What follows belongs to an exercise in optimizing a design on an open flow for small area; a production flow would make more cautious choices.
In this exercise RTL edits were held to simulation tests only and were not proved equivalent to the original.
Power figures rest on the tool's default switching activity, not on a simulated workload.

## v59
Design normalized_iir_section_filter, start of the top module:
module normalized_iir_section_filter #(
   parameter int COEF_BITS      = nisf_pkg::COEF_BITS_DEF,
   parameter int COEF_FRAC_BITS = nisf_pkg::COEF_FRAC_BITS_DEF
) (
   input  wire logic                      clock,
   input  wire logic                      reset,
   input  wire logic                      req_valid,
   output logic                           req_stall,
   input  wire logic [16:0]                         req_data,    
   output logic                           rsp_valid,
   input  wire logic                      rsp_stall,
   output logic [17:0]                              rsp_data,    
   input  wire logic                      csr_we,
   input  wire logic [nisf_pkg::CSR_INDEX_BITS-1:0] csr_index,
   input  wire logic [COEF_BITS-1:0]      csr_wdata
);
   localparam int W = 30;    
   logic [23:0] a1_ff, a2_ff, a3_ff, b1_ff, b2_ff, b3_ff;
   logic [23:0] wd, wd_one;
   assign wd     = csr_wdata[23:0] & {24{~reset}};
   assign wd_one = {wd[23:17], wd[16] | reset, wd[15:0]};
   always_ff @(posedge clock) begin
      if (reset | (csr_we & (csr_index == 3'd0))) a1_ff <= wd_one;
      if (reset | (csr_we & (csr_index == 3'd1))) a2_ff <= wd;
      if (reset | (csr_we & (csr_index == 3'd2))) a3_ff <= wd;
      if (reset | (csr_we & (csr_index == 3'd3))) b1_ff <= wd_one;
      if (reset | (csr_we & (csr_index == 3'd4))) b2_ff <= wd;
      if (reset | (csr_we & (csr_index == 3'd5))) b3_ff <= wd;
   end
   logic       act_ff, dv_ff;
   logic [4:0] pi_ff;
   logic [1:0] pg_ff;
   logic [1:0] hcnt_ff;    
   logic       rsp_valid_ff;
   logic start, run, mac, d1, d2, dg, d9, d10, cmt, gend, rsp_free, take_f, take_fl;
   assign start    = ~act_ff & req_valid & ~req_data[16];
   assign run      = act_ff | start;
   assign mac      = ~dv_ff;
   assign gend     = ~dv_ff & pi_ff[4];
   assign d1       = dv_ff & ~pg_ff[1] & ~pg_ff[0] & pi_ff[0];
   assign d2       = dv_ff & ~pg_ff[1] & ~pg_ff[0] & pi_ff[1];
   assign dg       = dv_ff & ~pg_ff[1] & ((~pg_ff[0] & (pi_ff[2] | pi_ff[3] | pi_ff[4]))
                                         | (pg_ff[0] & ~pi_ff[4]));
   assign d9       = dv_ff & pg_ff[0] & pi_ff[3];
   assign d10      = dv_ff & pg_ff[0] & pi_ff[4];
   assign cmt      = dv_ff & pg_ff[1];
   assign rsp_free = ~rsp_valid_ff | ~rsp_stall;
   assign take_f   = cmt & rsp_free;
   assign take_fl  = ~act_ff & req_valid & req_data[16];
  ...
Size in the first run: ~1,300 cells after synthesis, about 300 flip-flops, roughly 69 I/O pins, ~15,000 sq um of cells after synthesis.
export LEC_CHECK = 0
export CAP_MARGIN = 0
export CORE_MARGIN = 2
export CORE_UTILIZATION = 70
export CTS_CLUSTER_DIAMETER = 80
export CTS_CLUSTER_SIZE = 25
export SLEW_MARGIN = 0
create_clock -name core_clock -period 9.0 [get_ports {clock}]
standard.sh (not shown) runs the stock make flow with config.mk's settings and CLKGATE_MAP_FILE= SYNTH_SCRIPT=/design/flow/synth_recipe.tcl, a recipe that flattens the netlist after the stock synthesis.
==> flow/flow/run.sh <==
#!/bin/bash
# Own layout flow: the standard flow (standard synthesis, floorplan, placement, CTS,
# routing) unchanged, except that
#  * the port buffers the placement step inserts on every input and output are
#    sky130_fd_sc_hd__buf_1 cells instead of the resizer's default pick, and
#  * clock tree synthesis uses the same clustering as config.mk but inserts no dummy loads.
set -euo pipefail
export BUFFER_PORTS_ARGS="-buffer_cell sky130_fd_sc_hd__buf_1"
export CTS_ARGS="-sink_clustering_enable -repair_clock_nets -sink_clustering_size 25 -sink_clustering_max_diameter 80 -dont_use_dummy_load"
bash standard.sh > standard_flow.log 2>&1
Changes in v25 relative to v59:
- a change of CAP_MARGIN from 0 to 20
- a change of CORE_UTILIZATION from 70 to 60
- a change of SLEW_MARGIN from 0 to 20
==> comparison <==
v25 | stages: all done | timing, DRC, antenna: all pass. Comparing v25 and v59, the lower wire length of the first global-routing pass is on v25. Looking at v25 and v59, the worst hold path depth is a wash. Changes observed in v25 relative to v59: clock transition time at the flip-flop clock pins of the worst setup and hold paths shows no meaningful change; clock power now larger; routed wire length rose by 1.3%.
diff inputs: v25 => v39
- CORE_UTILIZATION: 60 -> 40
- CTS_CLUSTER_SIZE: 25 -> unset
- CTS_CLUSTER_DIAMETER: 80 -> unset
==> flow/run.sh (new file) <==
#!/bin/bash
# synth_recipe.tcl (not shown) runs the flow's synth.tcl, then flattens the netlist and writes it again
# the make line also repeats each setting of config.mk as NAME=value (left out here)
make -C /OpenROAD-flow-scripts/flow DESIGN_CONFIG=/design/flow/config.mk WORK_HOME=/design/flow/orfs CLKGATE_MAP_FILE= SYNTH_SCRIPT=/design/flow/synth_recipe.tcl finish
removed: flow/flow/run.sh
removed: flow/standard.sh
Results
Fraction of standard cell area that is sequential, v25 and v39: higher on v25. Cmp v25 and v39 / met3 routing resource usage after global routing / higher: v25. v39 packs its core more loosely than v25. Of v25 and v39, the higher relative contribution of the clock network to total power belongs to v39. The remaining max-slew budget at the tightest pin of v39 was inferior to that of v25. The register bit count reported by yosys of v25 and that of v39 are within noise of each other. Global-route usage (lower): v39.


Setup of v27:
Starting RTL as in the previous note.
// normalized_iir_section_filter
module normalized_iir_section_filter #(
   parameter int COEF_BITS      = nisf_pkg::COEF_BITS_DEF,
   parameter int COEF_FRAC_BITS = nisf_pkg::COEF_FRAC_BITS_DEF
) (
   input  wire logic                      clock,
   input  wire logic                      reset,
   input  wire logic                      req_valid,
   output logic                           req_stall,
   input  wire logic [16:0]                         req_data,    
   output logic                           rsp_valid,
   input  wire logic                      rsp_stall,
   output logic [17:0]                              rsp_data,    
   input  wire logic                      csr_we,
   input  wire logic [nisf_pkg::CSR_INDEX_BITS-1:0] csr_index,
   input  wire logic [COEF_BITS-1:0]      csr_wdata
);
clock: 9.0 ns
lec_check: 0
cap_margin: 20
core_margin: 2
core_utilization: 70
cts_buf_list: sky130_fd_sc_hd__clkbuf_8
cts_cluster_diameter: 60
cts_cluster_size: 16
place_density: 0.8
slew_margin: 20
==> flow/flow/run.sh <==
#!/bin/bash
# Own layout flow: the standard flow (standard synthesis, floorplan, placement, CTS,
# routing) unchanged, except that
#  * the port buffers the placement step inserts on every input and output are
#    sky130_fd_sc_hd__buf_1 cells instead of the resizer's default pick, and
#  * clock tree synthesis uses the same clustering as config.mk but inserts no dummy loads.
set -euo pipefail
export BUFFER_PORTS_ARGS="-buffer_cell sky130_fd_sc_hd__buf_1"
export CTS_ARGS="-sink_clustering_enable -repair_clock_nets -sink_clustering_size 16 -sink_clustering_max_diameter 60 -dont_use_dummy_load -buf_list sky130_fd_sc_hd__clkbuf_8"
bash standard.sh > standard_flow.log 2>&1
> inputs changed (v27 -> v40)
--- a/flow/config.mk
+++ b/flow/config.mk
@@ -8,8 +8,7 @@
 export CAP_MARGIN = 20
 export CORE_MARGIN = 2
-export CORE_UTILIZATION = 70
+export CORE_UTILIZATION = 60
 export CTS_BUF_LIST = sky130_fd_sc_hd__clkbuf_8
 export CTS_CLUSTER_DIAMETER = 60
 export CTS_CLUSTER_SIZE = 16
-export PLACE_DENSITY = 0.8
 export SLEW_MARGIN = 20
--- outcome ---
Post-detailed-routing wire length (higher): v40. Comparing v40 and v27, the lower via count was measured on v40. The minimum setup slack in the final design of v40 was inferior to that of v27. v27 ended up with neg_h_ff as its start point of the critical path; v40 ended up with one_h_ff. Looking at area of all placed cells without fillers across both flows, v40 is the weaker of the two, with v27 ahead. Looking only at leakage power summed over all cells, and setting everything else aside, the lower value of v40 and v27 goes to v27. v40 vs. v27: net switching power lost 0.56%, area occupied by multi-input gates neither gained nor lost much, total power picked up an extra about 0.7%.
For v18, these inputs were changed with respect to v40:
--- a/flow/config.mk
+++ b/flow/config.mk
@@ -8,5 +8,5 @@
 export CAP_MARGIN = 20
 export CORE_MARGIN = 2
-export CORE_UTILIZATION = 60
+export CORE_UTILIZATION = 70
 export CTS_BUF_LIST = sky130_fd_sc_hd__clkbuf_8
 export CTS_CLUSTER_DIAMETER = 60
Results
v40 -> v18: area occupied by registers flat
The clock insertion delay at the later pin of the skew report of v18 falls short of that of v40 by 30 ps.
Summary of v18 over v40: worst slew margin relative to its limit dropped 4.0 points; power barely changed; non-clock buffer count dropped 5; setup slack climbed 18 ps.
Cmp v40 and v18 / critical-path maximum fanout / higher: v40
### v18 -> v12
==> flow/run.sh (new file) <==
#!/bin/bash
# synth_recipe.tcl (not shown) runs the flow's synth.tcl, then flattens the netlist and writes it again
# the make line also repeats each setting of config.mk as NAME=value (left out here)
make -C /OpenROAD-flow-scripts/flow DESIGN_CONFIG=/design/flow/config.mk WORK_HOME=/design/flow/orfs CLKGATE_MAP_FILE= SYNTH_SCRIPT=/design/flow/synth_recipe.tcl finish
--- a/flow/config.mk
+++ b/flow/config.mk
@@ -8,7 +8,6 @@
 export CAP_MARGIN = 20
 export CORE_MARGIN = 2
-export CORE_UTILIZATION = 70
-export CTS_BUF_LIST = sky130_fd_sc_hd__clkbuf_8
-export CTS_CLUSTER_DIAMETER = 60
-export CTS_CLUSTER_SIZE = 16
+export CORE_UTILIZATION = 60
+export CTS_CLUSTER_DIAMETER = 80
+export CTS_CLUSTER_SIZE = 25
 export SLEW_MARGIN = 20
removed: flow/flow/run.sh
removed: flow/standard.sh
==> comparison <==
- Taking v18 as the reference point, the combinational group share of total power of v12 falls by 2.3 points.
- v12 vs. v18: total design power now larger, layout overhead on the synthesized area has increased, hold slack level, area used by multi-input combinational logic about even.
- Relative to v18, the count of buffers not belonging to the clock network in the layout measured on v12 has increased by a few percent.
- Measured against each other, v12 and v18 differ in total non-filler cell area in the finished layout, the lower figure coming from v18.
- v12 and v18 ended up with nearly the same footprint of the flip-flops and latches.
- v12 closes out successfully: all stages finished, all timing, DRC and antenna checks passed.
For v1, these inputs were changed with respect to v12:
==> flow/flow/run.sh (new file) <==
#!/bin/bash
# Own layout flow: the standard flow (standard synthesis, floorplan, placement, CTS,
# routing) unchanged, except that the port buffers the placement step inserts on every
# input and output are sky130_fd_sc_hd__buf_1 cells instead of the resizer's default pick.
set -euo pipefail
export BUFFER_PORTS_ARGS="-buffer_cell sky130_fd_sc_hd__buf_1"
bash standard.sh > standard_flow.log 2>&1
==> flow/standard.sh (new file) <==
#!/bin/bash
# synth_recipe.tcl (not shown) runs the flow's synth.tcl, then flattens the netlist and writes it again
# the make line also repeats each setting of config.mk as NAME=value (left out here)
make -C /OpenROAD-flow-scripts/flow DESIGN_CONFIG=/design/flow/config.mk WORK_HOME=/design/flow/orfs CLKGATE_MAP_FILE= SYNTH_SCRIPT=/design/flow/synth_recipe.tcl "${@:-finish}"
--- a/flow/config.mk
+++ b/flow/config.mk
@@ -8,6 +8,4 @@
 export CAP_MARGIN = 20
 export CORE_MARGIN = 2
-export CORE_UTILIZATION = 60
-export CTS_CLUSTER_DIAMETER = 80
-export CTS_CLUSTER_SIZE = 25
+export CORE_UTILIZATION = 40
 export SLEW_MARGIN = 20
removed: flow/run.sh
==> run notes <==
The utilization in v1 sits 22 points below the value recorded for v12.
v1 — fraction of layout instances using a drive strength above 1 2.0 points higher, v12 as reference
When v1 is set beside v12, its die area turns out to be about 50% larger.
Edits applied to the flow inputs when going from v1 to v29:
==> flow/flow/run.sh <==
#!/bin/bash
# Own layout flow: the standard flow (standard synthesis, floorplan, placement, CTS,
# routing) unchanged, except that
#  * the port buffers the placement step inserts on every input and output are
#    sky130_fd_sc_hd__buf_1 cells instead of the resizer's default pick, and
#  * clock tree synthesis uses the same clustering as config.mk but inserts no dummy loads.
set -euo pipefail
export BUFFER_PORTS_ARGS="-buffer_cell sky130_fd_sc_hd__buf_1"
export CTS_ARGS="-sink_clustering_enable -repair_clock_nets -sink_clustering_size 25 -sink_clustering_max_diameter 80 -dont_use_dummy_load"
bash standard.sh > standard_flow.log 2>&1
--- a/flow/config.mk
+++ b/flow/config.mk
@@ -8,4 +8,6 @@
 export CAP_MARGIN = 20
 export CORE_MARGIN = 2
-export CORE_UTILIZATION = 40
+export CORE_UTILIZATION = 70
+export CTS_CLUSTER_DIAMETER = 80
+export CTS_CLUSTER_SIZE = 25
 export SLEW_MARGIN = 20
### Flow results
Diff v1 -> v29 | share of total power consumed by net switching | increase of 1.7 points. Going from v1 to v29, placement-stage cell area shrank by a few percent. End point of the critical path = lo_ff[0]: v29; end point of the critical path = corr_ff: v1. Between v29 and v1, it is v29 whose net count reported at finish is lower, by 30. Looking at final area, v29 sits about 6% lower than v1 does. Lower share of the clock period used by the worst path after layout was reported by v1, not v29. Delta (v29 minus v1): power density of the placed cells fell by about 6%, setup slack down 210 ps, count of placed standard cells including taps decreased by 241 relative to the old numbers. Against v1, v29 reports a die area that is lower.

==> afterwards: timing with drivers on the ports <==
No port has a modelled driver above. Below, the same layouts with a new extraction and two added sets of constraints.
Step 1 assumes that a clkbuf_16 drives the clock port and a buf_2 every other input.
Step 2, shift: input delay + t, output delay - t, t = (earliest + latest rising clock arrival at the registers) / 2. This alone moves slack from input paths to output paths.
Slacks: ideal ports / drivers / drivers and shift; pairs: ideal ports / drivers.
| run | t, ns | setup slack, ns | latest minus earliest clock arrival (ns) | worst slew at a driven data input, ns | cell pins on the clock port's net |
|---|---|---|---|---|---|
| v59 | 0.545 | 0.409 / 0.409 / 0.409 | 0.051 / 0.051 | 0.03 | 1 |
| v25 | 0.548 | 0.507 / 0.507 / 0.507 | 0.062 / 0.062 | 0.04 | 1 |
| v39 | 0.575 | 0.582 / 0.582 / 0.582 | 0.025 / 0.024 | 0.06 | 1 |
| v27 | 0.591 | 0.524 / 0.524 / 0.524 | 0.096 / 0.096 | 0.04 | 1 |
| v40 | 0.611 | 0.430 / 0.430 / 0.430 | 0.112 / 0.111 | 0.04 | 1 |
| v18 | 0.585 | 0.448 / 0.448 / 0.448 | 0.110 / 0.110 | 0.03 | 1 |
| v12 | 0.562 | 0.521 / 0.521 / 0.521 | 0.018 / 0.018 | 0.04 | 1 |
| v1 | 0.584 | 0.573 / 0.573 / 0.573 | 0.017 / 0.016 | 0.05 | 1 |
| v29 | 0.534 | 0.367 / 0.367 / 0.367 | 0.047 / 0.047 | 0.03 | 1 |
After both steps setup and hold are still met in every run listed.
